This design comes from an exercise in tuning for small area, a short achievable clock period and few clock cycles per item on the open sky130 flow, not from production work.
In this exercise RTL edits were held to simulation tests only and were not proved equivalent to the original.
Power figures rest on the tool's default switching activity, not on a simulated workload. The clock port is modelled as an ideal driver; clocking choices that lean on that would not hold on a real chip.

before:
// rtp_stream_demux_filter_core
module rtp_stream_demux_filter_core (
    input  wire logic                            i_clk,
    input  wire logic                            i_rst_n,
    input  wire logic                            s_axis_tvalid,
    output logic                                 s_axis_tready,
    input  wire logic [rsdf_pkg::IN_W-1:0]       s_axis_tdata,
    input  wire logic [0:0]                      s_axis_tuser,
    output logic                                 m_axis_tvalid,
    input  wire logic                            m_axis_tready,
    output logic [rsdf_pkg::OUT_W-1:0]           m_axis_tdata,
    input  wire logic                            i_cfg_valid,
    output logic                                 o_cfg_ready,
    input  wire logic [rsdf_pkg::CFG_IDX_W-1:0]  i_cfg_index,
    input  wire logic [rsdf_pkg::CFG_DATA_W-1:0] i_cfg_data
);
    localparam int B_N  = rsdf_pkg::BOUND_ENTRIES;
    localparam int R_N  = rsdf_pkg::REMOTE_ENTRIES;
    localparam int SW   = rsdf_pkg::SSRC_W;
    localparam int FD   = 3;                       
    logic                          r_mid_valid;
    logic [rsdf_pkg::MID_W-1:0]    r_mid_hi;
    logic [rsdf_pkg::MID_W-1:0]    r_mid_lo;
    logic [rsdf_pkg::MASK_W-1:0]   r_pt_hi;
    logic [rsdf_pkg::MASK_W-1:0]   r_pt_lo;
    logic cfg_acc, mid_wr;
    assign o_cfg_ready = 1'b1;
    assign cfg_acc     = i_cfg_valid;
    assign mid_wr      = cfg_acc && (i_cfg_index <= rsdf_pkg::CFG_MID_LO);
    logic [rsdf_pkg::CFG_DATA_W-1:0] cfg_d;
    logic [4:0]                      cfg_en;
    assign cfg_d = i_cfg_data & {rsdf_pkg::CFG_DATA_W{i_rst_n}};
    always_comb begin
        for (int i = 0; i < 5; i++) begin
            cfg_en[i] = !i_rst_n || (cfg_acc && i_cfg_index == 3'(i));
        end
    end
  ...
Size: about 3800 cells after synthesis, roughly 0.059 sq mm of cells after synthesis.
Settings: LEC_CHECK=0, CAP_MARGIN=0, CORE_MARGIN=2, CORE_UTILIZATION=60, SETUP_SLACK_MARGIN=2.8, SLEW_MARGIN=0; clock period 5.0 ns.
standard.sh (not shown) runs the stock make flow with config.mk's settings and CLKGATE_MAP_FILE= SYNTH_SCRIPT=/design/flow/synth_recipe.tcl, a recipe that flattens the netlist after the stock synthesis.
==> flow/flow/run.sh <==
#!/bin/bash
# Standard ORFS layout (the standard.sh) with two changes:
#  - port buffers are buf_2 cells instead of the default delay buffer
#  - CTS without dummy loads, clkbuf_16 clock buffers, sink clusters of up to 25 within 90 um
set -euo pipefail
export BUFFER_PORTS_ARGS="-buffer_cell sky130_fd_sc_hd__buf_2"
export CTS_ARGS="-sink_clustering_enable -repair_clock_nets -dont_use_dummy_load -buf_list sky130_fd_sc_hd__clkbuf_16 -sink_clustering_size 25 -sink_clustering_max_diameter 90"
bash standard.sh finish > flow_make.log 2>&1
before | status: complete | timing, DRC, antenna: pass
Testbench counts of before, summed over its fixed seeds: cycles 4,816, items 4,800.
## Diff of input files: after against before
diff --git a/flow/config.mk b/flow/config.mk
--- a/flow/config.mk
+++ b/flow/config.mk
@@ -9,4 +9,4 @@
 export CORE_MARGIN = 2
-export CORE_UTILIZATION = 60
-export SETUP_SLACK_MARGIN = 2.8
+export CORE_UTILIZATION = 70
+export SETUP_SLACK_MARGIN = 2.7
 export SLEW_MARGIN = 0
### Flow results
Final RePlAce weighted congestion in after is about 0.7% higher than in before. after vs before: met1 usage in global routing up in after. Against before, after reports a area added between synthesis and finish that is lower. Die extent in x for after is lower than for before. before -> after: non-clock buffer count flat. Of before and after, the lower placement-stage worst setup slack belongs to before. Per the comparison of after with before, clock-buffer cell count went up 1; internal power contribution held; final setup slack of the worst path went up 0.023 ns. For after, the launch point of the critical path was r_rem_valid[1]$_SDFFE_PN0P_, unlike before, where it was s_axis_tdata[26]. In the reports for before and after, the smaller detailed-route wire length per cell belongs to after. before ended up with input pin to flop as its type of the worst setup path; after ended up with flop to flop. In after, the first-pass iteration count of the detailed router came out 1 below the value in before.


rtp_stream_demux_filter_core, a different RTL version from the one above (not shown whole).
Size in the first run: ~1400 flip-flops, about 250 I/O pins, ~59000 sq um of cells after synthesis.
Design rtp_stream_demux_filter_core, start of the top module:
module rtp_stream_demux_filter_core (
    input  wire logic                            i_clk,
    input  wire logic                            i_rst_n,
    input  wire logic                            s_axis_tvalid,
    output logic                                 s_axis_tready,
    input  wire logic [rsdf_pkg::IN_W-1:0]       s_axis_tdata,
    input  wire logic [0:0]                      s_axis_tuser,
    output logic                                 m_axis_tvalid,
    input  wire logic                            m_axis_tready,
    output logic [rsdf_pkg::OUT_W-1:0]           m_axis_tdata,
    input  wire logic                            i_cfg_valid,
    output logic                                 o_cfg_ready,
    input  wire logic [rsdf_pkg::CFG_IDX_W-1:0]  i_cfg_index,
    input  wire logic [rsdf_pkg::CFG_DATA_W-1:0] i_cfg_data
);
Settings: LEC_CHECK=0, CAP_MARGIN=0, CORE_MARGIN=2, CORE_UTILIZATION=60, CTS_BUF_LIST=sky130_fd_sc_hd__clkbuf_8, SETUP_SLACK_MARGIN=2.3, SLEW_MARGIN=0; clock period 5.0 ns.
run.sh (not shown) runs the stock make flow with config.mk's settings and CLKGATE_MAP_FILE= SYNTH_SCRIPT=/design/flow/synth_recipe.tcl, a recipe that flattens the netlist after the stock synthesis.
Stock flow here: none of the scripts above is used.
The first run finished clean.
Testbench counts at the start, summed over its fixed seeds: cycles 4,816, items 4,800.
Change:
==> flow/flow/run.sh (new file) <==
#!/bin/bash
# Standard ORFS layout (the standard.sh) with two changes:
#  - port buffers are buf_2 cells instead of the default delay buffer
#  - CTS without dummy loads, larger sink clusters
set -euo pipefail
export BUFFER_PORTS_ARGS="-buffer_cell sky130_fd_sc_hd__buf_2"
export CTS_ARGS="-sink_clustering_enable -repair_clock_nets -dont_use_dummy_load -buf_list sky130_fd_sc_hd__clkbuf_16 -sink_clustering_size 30 -sink_clustering_max_diameter 100"
bash standard.sh finish > flow_make.log 2>&1
==> flow/standard.sh (new file) <==
#!/bin/bash
# synth_recipe.tcl (not shown) runs the flow's synth.tcl, then flattens the netlist and writes it again
# the make line also repeats each setting of config.mk as NAME=value (left out here)
make -C /OpenROAD-flow-scripts/flow DESIGN_CONFIG=/design/flow/config.mk WORK_HOME=/design/flow/orfs CLKGATE_MAP_FILE= SYNTH_SCRIPT=/design/flow/synth_recipe.tcl "${@:-finish}"
Settings changed: CTS_BUF_LIST sky130_fd_sc_hd__clkbuf_8 to not set, SETUP_SLACK_MARGIN 2.3 to 2.6.
removed: flow/run.sh
What happened: The changed run finished with timing, DRC and antenna clean; clock skew increases by 11 ps; synthesized area is unchanged; routed wire length barely changes; design area decreases by 4.1%; non-clock buffer count climbs by 32; setup slack degrades by 150 ps; total power came out lower by 16%; sequential power is about the same.


Setup of job 4336:
RTL: one of the versions met above, not the one the previous note started from.
Size: ~3800 cells after synthesis, roughly 250 I/O pins, about 59000 um^2 of cells after synthesis.
// rtp_stream_demux_filter_core
module rtp_stream_demux_filter_core (
    input  wire logic                            i_clk,
    input  wire logic                            i_rst_n,
    input  wire logic                            s_axis_tvalid,
    output logic                                 s_axis_tready,
    input  wire logic [rsdf_pkg::IN_W-1:0]       s_axis_tdata,
    input  wire logic [0:0]                      s_axis_tuser,
    output logic                                 m_axis_tvalid,
    input  wire logic                            m_axis_tready,
    output logic [rsdf_pkg::OUT_W-1:0]           m_axis_tdata,
    input  wire logic                            i_cfg_valid,
    output logic                                 o_cfg_ready,
    input  wire logic [rsdf_pkg::CFG_IDX_W-1:0]  i_cfg_index,
    input  wire logic [rsdf_pkg::CFG_DATA_W-1:0] i_cfg_data
);
Settings: LEC_CHECK=0, CAP_MARGIN=0, CORE_MARGIN=2, CORE_UTILIZATION=60, SETUP_SLACK_MARGIN=2.9, SLEW_MARGIN=0; clock period 5.0 ns.
standard.sh (not shown) runs the stock make flow with config.mk's settings and CLKGATE_MAP_FILE= SYNTH_SCRIPT=/design/flow/synth_recipe.tcl, a recipe that flattens the netlist after the stock synthesis.
==> flow/flow/run.sh <==
#!/bin/bash
# Standard ORFS layout (the standard.sh) with two changes:
#  - port buffers are buf_2 cells instead of the default delay buffer
#  - CTS without dummy loads, clkbuf_16 clock buffers, sink clusters of up to 25 within 90 um
set -euo pipefail
export BUFFER_PORTS_ARGS="-buffer_cell sky130_fd_sc_hd__buf_2"
export CTS_ARGS="-sink_clustering_enable -repair_clock_nets -dont_use_dummy_load -buf_list sky130_fd_sc_hd__clkbuf_16 -sink_clustering_size 25 -sink_clustering_max_diameter 90"
bash standard.sh finish > flow_make.log 2>&1
Testbench counts of job 4336, summed over its fixed seeds: cycles 4,816, items 4,800.
Modified inputs, job 4648 compared to job 4336
# job 4336
export LEC_CHECK = 0
export CAP_MARGIN = 0
export CORE_MARGIN = 2
export CORE_UTILIZATION = 60
export SETUP_SLACK_MARGIN = 2.9
export SLEW_MARGIN = 0
create_clock -name core_clock -period 5.0 [get_ports {i_clk}]
# job 4648
export LEC_CHECK = 0
export CAP_MARGIN = 0
export CORE_MARGIN = 2
export CORE_UTILIZATION = 60
export SETUP_SLACK_MARGIN = 2.7
export SLEW_MARGIN = 0
create_clock -name core_clock -period 5.0 [get_ports {i_clk}]
Findings:
Job 4648 completed; timing, DRC and antenna clean
Job 4648 against job 4336: signed area change from the synthesized netlist to the final layout went down by 6.5 points, total number of vias went down by 5.4%, total power went down by 1.8%, aggregate routed wire length went down by 8.9%.
Where global-route wire length before repair is concerned, job 4336 is outperformed by job 4648.
Antenna cell count: job 4648 vs job 4336 down 7
For job 2012, these inputs were changed with respect to job 4648:
==> flow/flow/run.sh <==
#!/bin/bash
# Standard ORFS layout (the standard.sh) with two changes:
#  - port buffers are buf_2 cells instead of the default delay buffer
#  - CTS without dummy loads, clkbuf_8 clock buffers
set -euo pipefail
export BUFFER_PORTS_ARGS="-buffer_cell sky130_fd_sc_hd__buf_2"
export CTS_ARGS="-sink_clustering_enable -repair_clock_nets -dont_use_dummy_load -buf_list sky130_fd_sc_hd__clkbuf_8"
bash standard.sh finish > flow_make.log 2>&1
Notes after the runs:
Looking at job 2012 and job 4648, the first-iteration DRC count is a wash.
According to the power report, total power for job 2012 is higher than for job 4648.
The lower sequential share of power of job 2012 and job 4648 is in job 2012.
Job 2012 against job 4648: worst-skew pair later-pin latency increased by 250 ps relative to the old numbers; fraction of area in registers lost 0.80 points; maximum level of the CTS H-tree saw an increase.
Compare job 2012 and job 4648 | final-layout non-clock buffer area share higher: job 4648
Sort job 2012 and job 4648 by number of clock-tree buffers in the layout asc -> top: job 4648

[static timing again, ports no longer ideal]
No port has a modelled driver above. Below, the same layouts with a new extraction and two added sets of constraints. Step 1 sets driving cells, clkbuf_16 on the clock port and buf_2 on the other inputs (assumed; they add their load-dependent delay and slew). Step 2, shift: input delay + t, output delay - t, t = (earliest + latest rising clock arrival at the registers) / 2. This alone moves slack from input paths to output paths. Three values: ideal ports, drivers, drivers and shift; two values: the first two.
run	t, ns	slack for setup (ns)	pins driven straight from the clock port
before	0.729	2.580 / 2.595 / 1.878	1
after	0.700	2.603 / 2.603 / 1.974	1
the first run of note 2	0.968	2.258 / 2.258 / 1.316	1
the second run of note 2	0.766	2.108 / 2.108 / 1.395	1
job 4336	0.728	2.649 / 2.685 / 1.957	1
job 4648	0.722	2.618 / 2.633 / 1.933	1
job 2012	0.950	2.543 / 2.539 / 1.729	1
After both steps setup and hold are still met in every run listed. The setup slack of the first run of note 2, which loses most, moves by 0.000 ns with the drivers and by -0.942 ns with both steps.
